Background: an optimization exercise with open tools, aiming at small area and a short achievable clock period. Do not read the settings as production practice. At most, simulation tests tie the RTL to the original design; equivalence was not proved.

==> trial 89 <==
==> flow/design.v <==
module alu #(
   parameter int unsigned WIDTH = 32
) (
   input  logic             clk,
   input  logic             rst,
   input  logic [WIDTH-1:0] A,
   input  logic [WIDTH-1:0] B,
   input  logic [2:0]       Opcode,
   output logic [WIDTH-1:0] Result,
   output logic             Error
);
   localparam int W = WIDTH;
   localparam logic DIV_EN = 1'b1;
   logic is_as, is_mul, is_div, sub;
   assign is_as  = (Opcode[2:1] == 2'b00);
   assign is_mul = (Opcode == 3'b010);
   assign is_div = DIV_EN && (Opcode == 3'b011);
   assign sub    = Opcode[0];
   logic          sa, sb, neg;
   logic [W-1:0]  ma, mb;
   assign sa  = A[W-1];
   assign sb  = B[W-1];
   assign neg = sa ^ sb;
   assign ma  = sa ? (~A + 1'b1) : A;
   assign mb  = sb ? (~B + 1'b1) : B;
   logic [W-1:0]  x, din, mbias;
   logic          cin, inv_b;
   assign inv_b = is_div ? ~sb : sub;
   assign x     = is_mul ? ma : (B ^ {W{inv_b}});
   assign cin   = is_div ? ~sb : (is_as & sub);
   assign mbias = {~neg, {(W-1){neg}}};
   always_comb begin
      if (is_div)      din = ma;
      else if (is_mul) din = mbias;
      else if (is_as)  din = A;
      else             din = '0;
   end
   logic [W-1:0]  hz, lo_nz, anz;
   logic [W-1:0]  hi_eq;
   always_comb begin
      anz[W-1] = 1'b0;
      for (int k = W - 2; k >= 0; k--)
         anz[k] = anz[k+1] | ma[k+1];
      hi_eq[W-1] = 1'b1;
      lo_nz[0]   = B[0];
      for (int k = W - 2; k >= 0; k--)
         hi_eq[k] = hi_eq[k+1] & (B[k+1] == sb);
      for (int k = 1; k < W; k++)
         lo_nz[k] = lo_nz[k-1] | B[k];
      for (int k = 0; k < W; k++)
         hz[k] = hi_eq[k] & (~sb | lo_nz[k]);
   end
   logic [W-1:0]  q;            
   logic [W-1:0]  lost;         
   logic [W-1:0]  c;            
   logic [W-1:0]  en_q, sel_st;
   logic [W-1:0]  p;
   for (genvar k = 0; k < W; k++) begin : g_ctl
      assign en_q[k]   = is_div & hz[k];
      assign sel_st[k] = is_mul ? mb[W-1-k] : (is_as && (k == W - 1));
      assign q[W-1-k]  = c[k] & hz[k];
      assign lost[k]   = mb[W-1-k] & (c[k] | anz[k]);
   end
   alu_array #(.W(W)) u_array (
      .din(din), .x(x), .cin(cin), .en_q(en_q), .sel_st(sel_st), .p(p), .c(c));
   logic          bz;
   logic [W-1:0]  v, qd;
   assign bz = (B == '0);
   assign v  = q & {W{~bz}};
   assign qd = neg ? (~v + 1'b1) : v;
   logic          mul_ovf, div_err, as_ovf;
   logic [W-1:0]  pm;
   assign mul_ovf = |lost;
   assign pm      = p ^ mbias;
   assign div_err = bz | (q[W-1] & ~neg);
   assign as_ovf  = (A[W-1] == x[W-1]) && (p[W-1] != A[W-1]);
   logic [W-1:0]  res_d;
   logic          err_d;
   always_comb begin
      res_d = '0;
      err_d = 1'b0;
      case (Opcode)
         3'b000, 3'b001: begin
            res_d = p;
            err_d = as_ovf;
         end
         3'b010: begin
            res_d = pm;
            err_d = mul_ovf;
         end
         3'b011: begin
            if (DIV_EN) begin
               res_d = qd;
               err_d = div_err;
            end else begin
               res_d = '0;
               err_d = 1'b1;
            end
         end
         3'b100: res_d = A & B;
         3'b101: res_d = A | B;
         3'b110: res_d = A ^ B;
         3'b111: res_d = ~A;
         default: begin
            res_d = '0;
            err_d = 1'b1;
         end
      endcase
   end
   always_ff @(posedge clk) begin
      if (rst) begin
         Result <= '0;
         Error  <= 1'b0;
      end else begin
         Result <= res_d;
         Error  <= err_d;
      end
   end
endmodule
module alu_array #(
   parameter int unsigned W = 32
) (
   input  logic [W-1:0] din,
   input  logic [W-1:0] x,
   input  logic         cin,
   input  logic [W-1:0] en_q,
   input  logic [W-1:0] sel_st,
   output logic [W-1:0] p,
   output logic [W-1:0] c
);
   logic [W-1:0] r [W+1];       
   assign r[0] = '0;
   for (genvar k = 0; k < W; k++) begin : g_row
      logic [k:0] rin, nxt;
      if (k == 0) begin : g_first
         assign rin = din[W-1];
      end else begin : g_rest
         assign rin = {r[k][k-1:0], din[W-1-k]};
      end
      alu_row #(.N(k + 1)) u_row (
         .rin(rin), .x(x[k:0]), .cin(cin), .en_q(en_q[k]), .sel_st(sel_st[k]),
         .nxt(nxt), .c(c[k]));
      if (k == W - 1) begin : g_last
         assign r[k+1] = nxt;
      end else begin : g_mid
         assign r[k+1] = {{(W-1-k){1'b0}}, nxt};
      end
   end
   assign p = r[W];
endmodule
module alu_row #(
   parameter int unsigned N = 8
) (
   input  logic [N-1:0] rin,
   input  logic [N-1:0] x,
   input  logic         cin,
   input  logic         en_q,
   input  logic         sel_st,
   output logic [N-1:0] nxt,
   output logic         c
);
   logic [N-1:0] s;
   assign {c, s} = {1'b0, rin} + {1'b0, x} + cin;
   assign nxt = ((c & en_q) | sel_st) ? s : rin;
endmodule
==> flow/flow/run.sh <==
#!/bin/bash
# Own layout flow: the standard ORFS flow, run on the design with its array (modules alu_array
# and alu_row) replaced by cell-level rows that flow/mkgl.py writes. Everything else, including
# synthesis of the rest of the design and its registers, is the standard flow.
set -euo pipefail
python3 flow/mkgl.py design.v > design_gl.v 2> mkgl.log
bash standard.sh VERILOG_FILES="$PWD/design_gl.v" > standard.log 2>&1
==> flow/flow/mkgl.py <==
#!/usr/bin/env python3
"""Replace the behavioural array of design.v (modules alu_array and alu_row) by cell-level
rows (sky130_fd_sc_hd).

usage: mkgl2.py design.v > design_gl.v

alu_array in the RTL: row k takes the value r left by row k-1 (k bits), brings in din[W-1-k],
    {c[k], s} = {r, din[W-1-k]} + x[k:0] + cin
    r        = ((c[k] & en_q[k]) | sel_st[k]) ? s : {r, din[W-1-k]}
Here each row is a Brent-Kung adder with alternating AOI/OAI levels and an inverting 2:1 mux,
so rows alternate between passing r and ~r to the next row: even rows take r and give ~r,
odd rows take ~r and give r (W is even, so the last row gives r).
"""
import re
import sys

PFX = "sky130_fd_sc_hd__"
W = 32
FAN = 12      # mux selects per select gate
ALT = False   # alternate row polarity with inverting muxes (else true rows, 2:1 muxes)


class Row:
    """Row k (n = k + 1 bits). pin: True when the bits from the row above arrive true (even k)."""

    def __init__(self, k):
        self.k, self.n = k, k + 1
        self.pin = (k % 2 == 0) or not ALT
        self.lines, self.wires, self.cnt = [], [], 0
        self.inv_cache = {}

    def w(self):
        self.cnt += 1
        self.wires.append(f"w{self.cnt}")
        return f"w{self.cnt}"

    def cell(self, typ, **pins):
        self.cnt += 1
        conns = ", ".join(f".{p}({v})" for p, v in pins.items())
        self.lines.append(f"  {PFX}{typ} c{self.cnt} ({conns});")

    def inv(self, net):
        if net not in self.inv_cache:
            y = self.w()
            self.cell("inv_1", A=net, Y=y)
            self.inv_cache[net] = y
        return self.inv_cache[net]

    def pol(self, sig, want):
        net, p = sig
        return net if p == want else self.inv(net)

    def combine(self, G, P, i, j):
        tgt = G[i][1]
        gi, pi, gj = self.pol(G[i], tgt), self.pol(P[i], tgt), self.pol(G[j], tgt)
        y = self.w()
        self.cell("a21oi_1" if tgt else "o21ai_1", A1=pi, A2=gj, B1=gi, Y=y)
        newp = None
        if P[j] is not None:
            pj = self.pol(P[j], tgt)
            yp = self.w()
            self.cell("nand2_1" if tgt else "nor2_1", A=pi, B=pj, Y=yp)
            newp = (yp, not tgt)
        G[i] = (y, not tgt)
        P[i] = newp

    def build(self):
        n, pin = self.n, self.pin
        m = n + 1
        G = [None] * m
        P = [None] * m
        # level 0: true rows give (~p, ~g), complement rows give (p, g)
        lvl0 = not pin          # polarity of level-0 outputs
        G[0] = ("cin", True) if lvl0 else ("cin_n", False)
        psig = []
        for i in range(n):
            xi, xni = f"x[{i}]", f"xn[{i}]"
            pp, gg = self.w(), self.w()
            if i == 0:                      # din: always true
                if lvl0:
                    self.cell("xor2_1", A="din", B=xi, X=pp)
                    self.cell("and2_1", A="din", B=xi, X=gg)
                else:
                    self.cell("xnor2_1", A="din", B=xi, Y=pp)
                    self.cell("nand2_1", A="din", B=xi, Y=gg)
            else:
                r = f"rp[{i-1}]"
                if pin:                     # r true: ~p, ~g
                    self.cell("xnor2_1", A=r, B=xi, Y=pp)
                    self.cell("nand2_1", A=r, B=xi, Y=gg)
                else:                       # r complemented: p = xnor(~r, x), g = nor(~r, ~x)
                    self.cell("xnor2_1", A=r, B=xi, Y=pp)
                    self.cell("nor2_1", A=r, B=xni, Y=gg)
            psig.append((pp, lvl0))
            G[i + 1] = (gg, lvl0)
            P[i + 1] = (pp, lvl0)
        levels = max(1, (m - 1).bit_length())
        for l in range(levels):
            for i in range(m - 1, -1, -1):
                if (i + 1) % (2 << l) == 0 and i - (1 << l) >= 0:
                    self.combine(G, P, i, i - (1 << l))
        for l in range(levels - 2, -1, -1):
            for i in range(m - 1, -1, -1):
                if (i + 1) % (2 << l) == (1 << l) and i >= (2 << l):
                    self.combine(G, P, i, i - (1 << l))
        # carry out and select; the select is built by ceil(n / FAN) gates side by side
        cnet, cpos = G[n]
        ncopy = (n + FAN - 1) // FAN
        per = (n + ncopy - 1) // ncopy
        size = "1" if per < 5 else ("2" if per < 10 else "4")
        sels = []
        if cpos:
            self.lines.append(f"  assign c = {cnet};")
            for _ in range(ncopy):
                y = self.w()
                self.cell(f"a21oi_{size}", A1=cnet, A2="en_q", B1="sel_st", Y=y)
                sels.append(y)
            sel_true = False
        else:
            self.lines.append(f"  assign c = {self.inv(cnet)};")
            for _ in range(ncopy):
                y = self.w()
                self.cell(f"o21ai_{size}", A1=cnet, A2=self.inv("en_q"), B1=self.inv("sel_st"), Y=y)
                sels.append(y)
            sel_true = True
        # sums and muxes: with ALT, true rows give ~nxt and complement rows give nxt through
        # inverting muxes; without, every row gives nxt through a 2:1 mux
        want_s = pin                 # mux data polarity equals the row's input polarity
        for i in range(n):
            pnet, ppos = psig[i]
            cn, cp = G[i]
            s = self.w()
            # xor2(a, b) = p ^ c ^ (a is ~p) ^ (b is ~c)
            flips = (not ppos) ^ (not cp)
            gives_s = not flips       # xor2 output is s when flips is even
            if gives_s == want_s:
                self.cell("xor2_1", A=pnet, B=cn, X=s)
            else:
                self.cell("xnor2_1", A=pnet, B=cn, Y=s)
            if i == 0:
                rside = "din" if pin else self.inv("din")
            else:
                rside = f"rp[{i-1}]"
            a0, a1 = (rside, s) if sel_true else (s, rside)
            if ALT:
                self.cell("mux2i_1", S=sels[i // per], A0=a0, A1=a1, Y=f"nxt[{i}]")
            else:
                self.cell("mux2_1", S=sels[i // per], A0=a0, A1=a1, X=f"nxt[{i}]")

    def emit(self):
        self.build()
        k, n = self.k, self.n
        rp = f"input [{k-1}:0] rp, " if k > 0 else ""
        out = [f"module alu_row_gl_{k} (input din, {rp}input [{k}:0] x, input [{k}:0] xn,"
               f" input cin, input cin_n, input en_q, input sel_st, output [{k}:0] nxt, output c);"]
        out += [f"  wire {x};" for x in self.wires]
        out += self.lines
        out.append("endmodule")
        return "\n".join(out)


def array():
    out = ["module alu_array #(", "   parameter int unsigned W = 32", ") (",
           "   input  logic [W-1:0] din,", "   input  logic [W-1:0] x,", "   input  logic cin,",
           "   input  logic [W-1:0] en_q,", "   input  logic [W-1:0] sel_st,",
           "   output logic [W-1:0] p,", "   output logic [W-1:0] c", ");",
           f"   wire [{W-1}:0] xn;", "   wire cin_n;",
           f"   {PFX}inv_1 u_cin (.A(cin), .Y(cin_n));"]
    for j in range(W):
        if ALT:
            out.append(f"   {PFX}inv_2 u_xn{j} (.A(x[{j}]), .Y(xn[{j}]));")
        else:
            out.append(f"   assign xn[{j}] = x[{j}];    // unused by true rows")
    for k in range(W):
        out.append(f"   wire [{k}:0] r{k};")
    for k in range(W):
        rp = f".rp(r{k-1}), " if k > 0 else ""
        out.append(f"   alu_row_gl_{k} u_row{k} (.din(din[{W-1-k}]), {rp}.x(x[{k}:0]), .xn(xn[{k}:0]),"
                   f" .cin(cin), .cin_n(cin_n), .en_q(en_q[{k}]), .sel_st(sel_st[{k}]),"
                   f" .nxt(r{k}), .c(c[{k}]));")
    out.append(f"   assign p = r{W-1};")
    out.append("endmodule")
    return "\n".join(out)


def main():
    text = open(sys.argv[1]).read()
    for mod in ("alu_array", "alu_row"):
        text, k = re.subn(r"^module %s\b.*?^endmodule\s*$" % mod, "", text, flags=re.S | re.M)
        if k != 1:
            sys.exit(f"mkgl2: expected one {mod} module in the design")
    if not re.search(r"alu_array\s*#\s*\(\s*\.W\s*\(\s*W\s*\)\s*\)", text) or \
            not re.search(r"localparam\s+int\s+W\s*=\s*WIDTH\s*;", text) or \
            not re.search(r"parameter\s+int\s+unsigned\s+WIDTH\s*=\s*32\b", text):
        sys.exit("mkgl2: the cell-level array is built for WIDTH 32 only")
    parts = [text, array()]
    for k in range(W):
        parts.append(Row(k).emit())
    print("\n".join(parts))


if __name__ == "__main__":
    main()
==> flow/standard.sh <==
#!/bin/bash
# synth_recipe.tcl (not shown) runs the flow's synth.tcl, then flattens the netlist and writes it again
# the make line also repeats each setting of config.mk as NAME=value (left out here)
make -C /OpenROAD-flow-scripts/flow DESIGN_CONFIG=/design/flow/config.mk WORK_HOME=/design/flow/orfs CLKGATE_MAP_FILE= SYNTH_SCRIPT=/design/flow/synth_recipe.tcl "${@:-finish}"
==> flow/config.mk <==
export PLATFORM = sky130hd
export DESIGN_NAME = alu
export DESIGN_NICKNAME = alu
export VERILOG_FILES = /design/flow/design.v
export SDC_FILE = /design/flow/constraint.sdc
export NUM_CORES = 4
export LEC_CHECK = 0
export ABC_AREA = 1
export CAP_MARGIN = 20
export CORE_MARGIN = 2
export CORE_UTILIZATION = 40
export SLEW_MARGIN = 20
==> flow/constraint.sdc <==
create_clock -name core_clock -period 100.0 [get_ports {clk}]
set_input_delay 20.0000 -clock core_clock [delete_from_list [all_inputs] [get_ports {clk}]]
set_output_delay 20.0000 -clock core_clock [all_outputs]
set_load 0.01 [all_outputs]
==> trial 85: changes against trial 89 <==
--- a/flow/flow/mkgl.py
+++ b/flow/flow/mkgl.py
@@ -17,7 +17,7 @@
 PFX = "sky130_fd_sc_hd__"
 W = 32
 FAN = 12      # mux selects per select gate
-ALT = False   # alternate row polarity with inverting muxes (else true rows, 2:1 muxes)
+ALT = True    # alternate row polarity with inverting muxes (else true rows, 2:1 muxes)
 
 
 class Row:
==> trial 29: changes against trial 89 <==
--- a/flow/design.v
+++ b/flow/design.v
@@ -35,42 +35,48 @@
       else if (is_as)  din = A;
       else             din = '0;
    end
-   logic [W-1:0]  hz, lo_nz, anz;
-   logic [W-1:0]  hi_eq;
-   always_comb begin
-      anz[W-1] = 1'b0;
-      for (int k = W - 2; k >= 0; k--)
-         anz[k] = anz[k+1] | ma[k+1];
-      hi_eq[W-1] = 1'b1;
-      lo_nz[0]   = B[0];
-      for (int k = W - 2; k >= 0; k--)
-         hi_eq[k] = hi_eq[k+1] & (B[k+1] == sb);
-      for (int k = 1; k < W; k++)
-         lo_nz[k] = lo_nz[k-1] | B[k];
-      for (int k = 0; k < W; k++)
-         hz[k] = hi_eq[k] & (~sb | lo_nz[k]);
+   function automatic logic [W-1:0] pfx_or(input logic [W-1:0] v);    
+      pfx_or = v;
+      for (int l = 0; (1 << l) < W; l++)
+         for (int i = 0; i < W; i++)
+            if (((i >> l) & 1) == 1)
+               pfx_or[i] = pfx_or[i] | pfx_or[((i >> l) << l) - 1];
+   endfunction
+   function automatic logic [W-1:0] rev(input logic [W-1:0] v);
+      for (int i = 0; i < W; i++)
+         rev[i] = v[W-1-i];
+   endfunction
+   logic [W-1:0]  hz, lo_nz, hi_ne, hi_nz, anz;
+   assign lo_nz = pfx_or(B);
+   assign hi_ne = rev(pfx_or(rev({1'b0, B[W-2:0] ^ {(W-1){sb}}})));    
+   assign hi_nz = rev(pfx_or(rev(ma)));                                  
+   for (genvar k = 0; k < W; k++) begin : g_hz
+      if (k < W - 1) begin : g_lo
+         assign hz[k]  = ~hi_ne[k+1] & (~sb | lo_nz[k]);
+         assign anz[k] = hi_nz[k+1];
+      end else begin : g_top
+         assign hz[k]  = ~sb | lo_nz[k];
+         assign anz[k] = 1'b0;
+      end
    end
    logic [W-1:0]  q;            
-   logic [W-1:0]  lost;         
    logic [W-1:0]  c;            
-   logic [W-1:0]  en_q, sel_st;
-   logic [W-1:0]  p;
+   logic [W-1:0]  en_q, sel_st, qmask;
+   logic [W-1:0]  p, qd;
+   logic          bz;
+   assign bz = (B == '0);
    for (genvar k = 0; k < W; k++) begin : g_ctl
       assign en_q[k]   = is_div & hz[k];
       assign sel_st[k] = is_mul ? mb[W-1-k] : (is_as && (k == W - 1));
       assign q[W-1-k]  = c[k] & hz[k];
-      assign lost[k]   = mb[W-1-k] & (c[k] | anz[k]);
+      assign qmask[k]  = hz[k] & ~bz;
    end
+   logic          mul_ovf;
    alu_array #(.W(W)) u_array (
-      .din(din), .x(x), .cin(cin), .en_q(en_q), .sel_st(sel_st), .p(p), .c(c));
-   logic          bz;
-   logic [W-1:0]  v, qd;
-   assign bz = (B == '0);
-   assign v  = q & {W{~bz}};
-   assign qd = neg ? (~v + 1'b1) : v;
-   logic          mul_ovf, div_err, as_ovf;
+      .din(din), .x(x), .cin(cin), .en_q(en_q), .sel_st(sel_st), .qmask(qmask), .neg(neg),
+      .anz(anz), .p(p), .c(c), .qd(qd), .lost(mul_ovf));
+   logic          div_err, as_ovf;
    logic [W-1:0]  pm;
-   assign mul_ovf = |lost;
    assign pm      = p ^ mbias;
    assign div_err = bz | (q[W-1] & ~neg);
    assign as_ovf  = (A[W-1] == x[W-1]) && (p[W-1] != A[W-1]);
@@ -125,8 +131,13 @@
    input  logic         cin,
    input  logic [W-1:0] en_q,
    input  logic [W-1:0] sel_st,
+   input  logic [W-1:0] qmask,
+   input  logic         neg,
+   input  logic [W-1:0] anz,
    output logic [W-1:0] p,
-   output logic [W-1:0] c
+   output logic [W-1:0] c,
+   output logic [W-1:0] qd,
+   output logic         lost
 );
    logic [W-1:0] r [W+1];       
    assign r[0] = '0;
@@ -147,6 +158,12 @@
       end
    end
    assign p = r[W];
+   logic [W-1:0] v;
+   for (genvar k = 0; k < W; k++) begin : g_q
+      assign v[W-1-k] = c[k] & qmask[k];
+   end
+   assign qd = neg ? (~v + 1'b1) : v;
+   assign lost = |(sel_st & (c | anz));
 endmodule
 module alu_row #(
    parameter int unsigned N = 8
--- a/flow/flow/mkgl.py
+++ b/flow/flow/mkgl.py
@@ -17,7 +17,7 @@
 PFX = "sky130_fd_sc_hd__"
 W = 32
 FAN = 12      # mux selects per select gate
-ALT = False   # alternate row polarity with inverting muxes (else true rows, 2:1 muxes)
+ALT = True    # alternate row polarity with inverting muxes (else true rows, 2:1 muxes)
 
 
 class Row:
@@ -163,9 +163,11 @@
     out = ["module alu_array #(", "   parameter int unsigned W = 32", ") (",
            "   input  logic [W-1:0] din,", "   input  logic [W-1:0] x,", "   input  logic cin,",
            "   input  logic [W-1:0] en_q,", "   input  logic [W-1:0] sel_st,",
-           "   output logic [W-1:0] p,", "   output logic [W-1:0] c", ");",
-           f"   wire [{W-1}:0] xn;", "   wire cin_n;",
-           f"   {PFX}inv_1 u_cin (.A(cin), .Y(cin_n));"]
+           "   input  logic [W-1:0] qmask,", "   input  logic neg,", "   input  logic [W-1:0] anz,",
+           "   output logic [W-1:0] p,", "   output logic [W-1:0] c,", "   output logic [W-1:0] qd,",
+           "   output logic lost", ");", f"   wire [{W-1}:0] xn;", f"   wire [{W // 8 - 1}:0] cin_n;"]
+    for g in range(W // 8):          # the complemented carry in, one inverter per 8 rows
+        out.append(f"   {PFX}inv_2 u_cin{g} (.A(cin), .Y(cin_n[{g}]));")
     for j in range(W):
         if ALT:
             out.append(f"   {PFX}inv_2 u_xn{j} (.A(x[{j}]), .Y(xn[{j}]));")
@@ -176,11 +178,68 @@
     for k in range(W):
         rp = f".rp(r{k-1}), " if k > 0 else ""
         out.append(f"   alu_row_gl_{k} u_row{k} (.din(din[{W-1-k}]), {rp}.x(x[{k}:0]), .xn(xn[{k}:0]),"
-                   f" .cin(cin), .cin_n(cin_n), .en_q(en_q[{k}]), .sel_st(sel_st[{k}]),"
+                   f" .cin(cin), .cin_n(cin_n[{k // 8}]), .en_q(en_q[{k}]), .sel_st(sel_st[{k}]),"
                    f" .nxt(r{k}), .c(c[{k}]));")
     out.append(f"   assign p = r{W-1};")
+    out += qneg()
+    out += lostchain()
     out.append("endmodule")
     return "\n".join(out)
+
+
+def lostchain():
+    """lost = |(sel_st & (c | anz)), ORed in row order: row k's carry comes after row k-1's."""
+    out = []
+    prev = None
+    for k in range(W):
+        t = f"lt{k}"
+        out.append(f"   wire {t};")
+        out.append(f"   {PFX}o21a_1 u_lt{k} (.A1(c[{k}]), .A2(anz[{k}]), .B1(sel_st[{k}]), .X({t}));")
+        if prev is None:
+            prev = t
+        else:
+            y = f"lo{k}"
+            out.append(f"   wire {y};")
+            out.append(f"   {PFX}or2_1 u_lo{k} (.A({prev}), .B({t}), .X({y}));")
+            prev = y
+    out.append(f"   assign lost = {prev};")
+    return out
+
+
+def qneg():
+    """qd = neg ? -v : v with v[W-1-k] = c[k] & qmask[k]. v[0] (the last row's) comes last:
+    qd[i] = v[i] ^ (neg & (|v[i-1:1] | v[0])), with |v[i-1:1] from a Sklansky OR scan."""
+    out = [f"   wire [{W-1}:0] v;", "   wire v0b;"]
+    for k in range(W):
+        i = W - 1 - k
+        typ = "and2_4" if i == 0 else "and2_1"
+        out.append(f"   {PFX}{typ} u_v{i} (.A(c[{k}]), .B(qmask[{k}]), .X(v[{i}]));")
+    # zz[i] = |v[i:1], i = 1..W-2
+    z = {i: f"v[{i}]" for i in range(1, W - 1)}
+    n = 0
+    lvl = 0
+    while (1 << lvl) < W - 2:
+        newz = dict(z)
+        for i in range(1, W - 1):
+            j = i - 1                          # position within the scan, from 0
+            if (j >> lvl) & 1:
+                src = ((j >> lvl) << lvl) - 1 + 1
+                n += 1
+                w = f"zs{n}"
+                out.append(f"   wire {w};")
+                out.append(f"   {PFX}or2_1 u_zs{n} (.A({z[i]}), .B({z[src]}), .X({w}));")
+                newz[i] = w
+        z = newz
+        lvl += 1
+    out.append("   assign qd[0] = v[0];")
+    out.append(f"   wire t1;")
+    out.append(f"   {PFX}and2_1 u_t1 (.A(v[0]), .B(neg), .X(t1));")
+    out.append(f"   {PFX}xor2_1 u_qd1 (.A(v[1]), .B(t1), .X(qd[1]));")
+    for i in range(2, W):
+        out.append(f"   wire t{i};")
+        out.append(f"   {PFX}o21a_1 u_t{i} (.A1({z[i-1]}), .A2(v[0]), .B1(neg), .X(t{i}));")
+        out.append(f"   {PFX}xor2_1 u_qd{i} (.A(v[i]), .B(t{i}), .X(qd[{i}]));".replace("v[i]", f"v[{i}]"))
+    return out
 
 
 def main():
==> notes <==
Trial 29 finished clean. Trial 85 ran to the end with no violations. Trial 89 completed with no timing, DRC or antenna violations. Global-route usage: trial 85 > trial 29 > trial 89. Fmax, highest first: trial 85, trial 89, trial 29. Worst hold slack: trial 89 > trial 85 > trial 29. Routed wire length: trial 29 > trial 85 > trial 89. The lowest worst setup slack belongs to trial 29, the highest to trial 85. The highest first-iteration DRC count belongs to trial 85, the lowest to trial 89.
Function not checked in trial 89 and trial 85: the RTL went through the layout flow alone.

[port drivers added, routing unchanged]
No port has a modelled driver above. Below, the same layouts with a new extraction and two added sets of constraints. Step 1, drivers: a clkbuf_16 drives clk and a buf_2 each remaining input, both assumed. Step 2 times the ports against the registers' clock, not the clock port: input delays grow and output delays shrink by t, the midpoint of the rising clock arrivals with the driver on. a / b / c = ideal / step 1 / step 2; a / b = the first two.
run	t (ns)	setup slack, ns	worst hold slack (ns)
trial 89	0.310	6.474 / 6.477 / 6.167	20.696 / 20.689 / 20.757
trial 85	0.328	6.980 / 6.989 / 6.661	20.571 / 20.559 / 20.746
trial 29	0.328	6.446 / 6.459 / 6.131	20.540 / 20.528 / 20.750
After both steps every run listed still meets setup and hold. For trial 85, which loses most, drivers alone change the setup slack by +0.009 ns; drivers and shift together by -0.319 ns.
